This is an optimization exercise on Yosys and OpenROAD, whose aim is small area and a short achievable clock period, not a production implementation. Function was checked by simulation only, so behaviour that the tests miss may differ from the original. Power is estimated from default activity; no workload was simulated.

==> flow/design.v, too long to show whole: its modules and the start of the top module <==
// module fir_fa: 11 lines
// module fir_filter: 1644 lines
module fir_filter
(
    input  logic              clk,
    input  logic              rst_n,
    input  logic [fir_pkg::WD_IN-1:0]  data_in,
    output logic [fir_pkg::WD_OUT-1:0] data_out
);
  // ...
==> flow/flow/run.sh <==
#!/bin/bash
# Own layout flow: the standard ORFS flow (standard.sh, unchanged synthesis,
# floorplan, power grid and tap cells), with two changes to how the layout is made:
#  - port buffers are buf_4 cells instead of the delay-buffer cell buffer_ports
#    picks by default;
#  - ORFS's timing repair aims for setup slack of 8.75 ns at the design's 12.5 ns
#    clock, so it repairs the paths that set the achieved period.
# The SDC (clock period, I/O delays, load) is the standard flow's own, unchanged.
set -euo pipefail
bash standard.sh \
  "BUFFER_PORTS_ARGS=-buffer_cell sky130_fd_sc_hd__buf_4" \
  SETUP_SLACK_MARGIN=8.75 \
  finish > standard_flow.log 2>&1
==> flow/standard.sh <==
#!/bin/bash
# synth_recipe.tcl (not shown) runs the flow's synth.tcl, then flattens the netlist and writes it again
# the make line also repeats each setting of config.mk as NAME=value (left out here)
make -C /OpenROAD-flow-scripts/flow DESIGN_CONFIG=/design/flow/config.mk WORK_HOME=/design/flow/orfs CLKGATE_MAP_FILE= SYNTH_SCRIPT=/design/flow/synth_recipe.tcl "${@:-finish}"
==> flow/config.mk <==
export PLATFORM = sky130hd
export DESIGN_NAME = fir_filter
export DESIGN_NICKNAME = fir_filter
export VERILOG_FILES = /design/flow/design.v
export SDC_FILE = /design/flow/constraint.sdc
export NUM_CORES = 4
export LEC_CHECK = 0
export CAP_MARGIN = 20
export CORE_MARGIN = 2
export CORE_UTILIZATION = 40
export CTS_CLUSTER_DIAMETER = 80
export CTS_CLUSTER_SIZE = 30
export SLEW_MARGIN = 20
export SYNTH_HIERARCHICAL = 1
export SYNTH_MINIMUM_KEEP_SIZE = 0
==> flow/constraint.sdc <==
create_clock -name core_clock -period 12.5 [get_ports {clk}]
set_input_delay 2.5000 -clock core_clock [delete_from_list [all_inputs] [get_ports {clk}]]
set_output_delay 2.5000 -clock core_clock [all_outputs]
set_load 0.01 [all_outputs]
==> impl_metrics.toml, run 1 <==
[final_layout]
inv_count = 166
fillers = 5175
final_cell_mix = "479 x dfrtp_1, 477 x fa_1, 142 x inv_1"
nNonClkBuffers = 55
n_clock_buffer = 28

[placement]
place_hpwl_um = 41600

[grt]
globalRouteMet1Util = 0.247
grt_pass1_wl_um = 78800
antenna_found_initial = 0
grt_use_met3 = 0.0253

[setup_path]
crit_cells = 1
worstRegToRegCells = 6
endpoint_kind = "output pin"

[power_and_ir_drop]
total_leakage_power_nw = 11.7
netSwitchingFraction = 0.415

[timing]
fin_worst_skew_ps = 42.2

[detailed_routing]
vias = 10500
avgRoutedWirePerCell_um = 22.1

[flow_run]
cap_violations = 0

[min_path]
hold_depth = 0

[synthesis]
synth_compound_gate_area_share = 0.0213
synth_top_family_by_area = "adder cells"
synth_edf_count = 0

[status]
status = "finished clean"

[cts]
cts_buffer_depth = 3
==> run 2: changes to the inputs <==
--- a/flow/design.v
+++ b/flow/design.v
@@ -1638,24 +1638,26 @@
     fir_fa u_w1054 (.a(t0_q[29]), .b(t1_q[29]), .c(t2_q[29]), .s(w1054), .co(w1055));
     fir_fa u_w1056 (.a(t0_q[30]), .b(t1_q[30]), .c(t2_q[30]), .s(w1056), .co(w1057));
     fir_fa u_w1058 (.a(t0_q[31]), .b(t1_q[31]), .c(t2_q[31]), .s(w1058), .co(w1059));
     assign u0 = {t0_q[33], t0_q[32], w1057, w1055, w1053, w1051, w1049, w1047, w1045, w1043, w1041, w1039, w1037, w1035, w1033, w1031, w1029, w1027, w1025, w1023, w1021, w1019, w1017, w1015, w1013, w1011, w1009, w1007, w1005, w1003, w1001, w999, w997, t2_q[0]};
     assign u1 = {t1_q[33], w1059, w1058, w1056, w1054, w1052, w1050, w1048, w1046, w1044, w1042, w1040, w1038, w1036, w1034, w1032, w1030, w1028, w1026, w1024, w1022, w1020, w1018, w1016, w1014, w1012, w1010, w1008, w1006, w1004, w1002, w1000, w998, w996};
     assign sum = u0 + u1;
     assign r   = sum[W-1:9];
     assign y   = (r[24] != r[23]) ? {r[24], {23{~r[24]}}} : r[23:0];
+    logic first_q;
     always_ff @(posedge clk or posedge rst_n) begin
         if (rst_n) begin
             d_q      <= '0;
-            t0_q     <= '0;
-            t1_q     <= '0;
-            t2_q     <= '0;
+            first_q  <= 1'b1;
             data_out <= '0;
         end else begin
             d_q      <= {d_q[14*fir_pkg::WD_IN-1:0], data_in};
-            t0_q     <= t0;
-            t1_q     <= t1;
-            t2_q     <= t2;
-            data_out <= y;
+            first_q  <= 1'b0;
+            data_out <= first_q ? '0 : y;
         end
     end
+    always_ff @(posedge clk) begin
+        t0_q <= t0;
+        t1_q <= t1;
+        t2_q <= t2;
+    end
 endmodule
==> impl_metrics.toml, run 2 <==
[status]
status = "finished clean"

[setup_path]
worstPathCellList = "buf_4"
max_stage_delay_ps = 440
worstRegToRegCells = 6
endpoint_kind = "output pin"
crit_cells = 1
crit_type = "register to output pin"
crit_fanout = 1
cp_slowest_cell = "dfrtp_1"
crit_required_ps = 10000
crit_buf_inv = 1
cp-start-kind = "register"
critical_path_arrival_ps = 1190
crit_family = "flip-flops"
r2r_slack_ps = 8850

[synthesis]
synthMuxAreaShare = 0.000408
netlist_area_um2 = 24500
synth_cells = 1430
synth_compound_gate_area_share = 0.0328
synth_top_area_frac = 0.420
synthAdderAreaFrac = 0.444
synthTopCellsByCount = "514 x fa_1, 384 x dfrtp_1, 172 x inv_1"
synth_most_common_cell = "fa_1"
ys_async_sr_fraction = 0.799
synth_top_family_by_area = "adder cells"
synth-simple-area-share = 0.0141
netlist.top_cell.by_area = "fa_1"
synth-seq-cells = 482
yosysWarnings = 7
yosysUniqueCellTypes = 53
synth_edf_count = 0
synthXorXnorAreaFrac = 0.00822
synthFlopType = "dfrtp_1"
syn_avg_cell_area_um2 = 17.1
synthTopCellsByArea = "fa_1 42%, dfrtp_1 39%, dfxtp_1 7.9%, inv_1 2.6%, ha_1 2.3%"
synth_nets = 2016
yosysSeqAreaShare = 0.472

[timing]
slew_viol_final = 0
tightest_slew_ps = 1030
hold_viol = 0
setup_tns_ps = 0
finalCriticalPeriod_ps = 3690
fin_worst_skew_ps = 38.0
period_share = 0.295
rsz0062_at_grt = "no"
maxSlewHeadroom = 0.314
finalSetupViolations = 0
max_freq_mhz = 271

[grt]
track_usage = 0.174
grt_pass1_vias = 13400
grt_overflow = 0
grt_max_degree = 181
antenna_found_initial = 0
grt_pass1_wl_um = 81600

[flow_run]
cap_violations = 0

[cts]
tritoncts = "yes"
cts_buffers = 25
htreeDepth = 1
path_clk_slew_ps = 100
cts_buffer_depth = 3
cts_hold_buf = 0
cts_sinks = 482
clock_latency_ps = 600
root_buffer = "clkbuf_16"

[final_layout]
final_cell_mix = "478 x fa_1, 380 x dfrtp_1, 146 x inv_1"
area.growth.synth_to_final_pct = 9.73
final_layout_size_suffix_gt1_frac = 0.122
nets = 2094
final_common_cell = "fa_1"
reg_top3 = "d_q x360, t0_q x33"
antennaDiodeCount = 0
top_register = "d_q"
final_area_um2 = 26900
largest_reg_flops = 360

[power_and_ir_drop]
peakVddDrop_mv = 0.170
power.density_nw_per_um2 = 288
total_leakage_power_nw = 11.5

[placement]
place.gp.congestion = 0.882
place_hpwl_um = 42500
place_area_um2 = 25900
port_buffers = 49

[detailed_routing]
vias = 10800
wirelength_um = 50800
via_per_inst = 4.71
first_iter_violations = 738
avgRoutedWirePerCell_um = 22.0
ant_nets = 0
drcViolationCount = 0
drtPass1Iterations = 5

[floorplanning]
coreArea_um2 = 60500
die_height_um = 252
die_x_um = 252
die-area_um2 = 63300
rows = 90
ios = 50
start_util = 0.405

[min_path]
holdCritPathClass = "register to register"
hold_depth = 0
-- run 2: cell count changes after synthesis, sizes merged, moves of 6 or more --
| cell | change |
|---|---|
| dfrtp | -97 |
| dfxtp | +97 |
| o21ai | +28 |
| nand2 | +10 |
| inv | +6 |
-- run 2: final timing paths --
check / to / startpoint
worst max-delay path: data_out[0] / data_out[0]$_DFF_PP0_
worst min-delay path: d_q[327]$_DFF_PP0_ / d_q[303]$_DFF_PP0_
worst max register to register: t2_q[21]$_DFF_P_ / d_q[89]$_DFF_PP0_
worst min register to register: d_q[327]$_DFF_PP0_ / d_q[303]$_DFF_PP0_
max in group asynchronous: data_out[9]$_DFF_PP0_ / rst_n
min in group asynchronous: d_q[37]$_DFF_PP0_ / rst_n
-- run 2: cell type report --
class                           count  area [um^2]
Clock buffer                       27          643
Clock inverter                     14          241
Fill cell                        5267        33600
Inverter                          172          649
Multi-Input combinational cell    771        12300
Sequential cell                   482        11600
Tap cell                          782          978
Timing Repair Buffer               56          458
-- run 2: per-stage QoR --
step,hold slack (ps),worst slack [ps],cells,util,power (mW)
2_1_floorplan,331,4820,1430,-,5.46
3_3_place_gp,334,8230,2258,0.429,6.67
3_5_place_dp,335,8150,2258,0.429,6.80
4_1_cts,352,8780,2299,0.444,7.83
5_1_grt,356,8750,2304,0.445,8.59
6_report,346,8810,2304,0.445,7.75
-- run 2: power by group --
group          switching (mW)  internal (mW)
clock                   0.556          0.425
combinational            2.66           2.05
sequential              0.160           1.89
-- run 2: modules after synthesis, one instance, submodules excluded --
module	cells	cell area, um^2
fir_filter	916	14200
fir_fa	1	20.0
-- run 2: timing repair --
| item | 4_1_cts | 5_1_grt |
|---|---|---|
| setup buffers | 0 | 4 |
| resized for setup | 1 | 19 |
| pin swaps | 0 | 3 |
| endpoints found under the setup margin | 4 | 12 |
-- run 2: per-layer routing --
| layer | vias up | global-route usage | wire, um |
|---|---|---|---|
| met5 | - | 0 | 0 |
| met4 | 0 | 0.0427 | 1430 |
| met3 | 68 | 0.0290 | 2250 |
| met2 | 213 | 0.284 | 24900 |
| met1 | 5993 | 0.246 | 22200 |
| li1 | 4569 | - | - |
-- run 2: kinds of logic after synthesis --
logic type                 Yosys count
buffers and inverters              177
other                                1
xor gates and xnor gates            23
and+or+nand+nor                     70
DFF                                482
adders and majority gates          561
muxes                                1
AOI/OAI and AO/OA                  115

what the ideal ports hide:
Ports are ideal in the flow. The routed layouts listed here were re-timed in OpenROAD. Step 1 assumes that a clkbuf_16 drives the clock port and a buf_2 every other input. Step 2, shift: input delay + t, output delay - t, t = (earliest + latest rising clock arrival at the registers) / 2. This alone moves slack from input paths to output paths. a / b / c = ideal ports / drivers / drivers and shift; a / b = the first two.
run | t, ns | setup slack, ns | worst hold slack (ns) | clock arrival spread, ns | worst slew at a driven data input, ns
run 1 | 0.648 | 8.791 / 8.736 / 8.363 | 0.341 / 0.341 / 0.341 | 0.045 / 0.046 | 0.05
run 2 | 0.635 | 8.811 / 8.755 / 8.405 | 0.346 / 0.346 / 0.346 | 0.038 / 0.038 | 0.05
After both steps setup and hold are still met in every run listed. The setup slack of run 1, which loses most, moves by -0.055 ns with the drivers and by -0.428 ns with both steps.
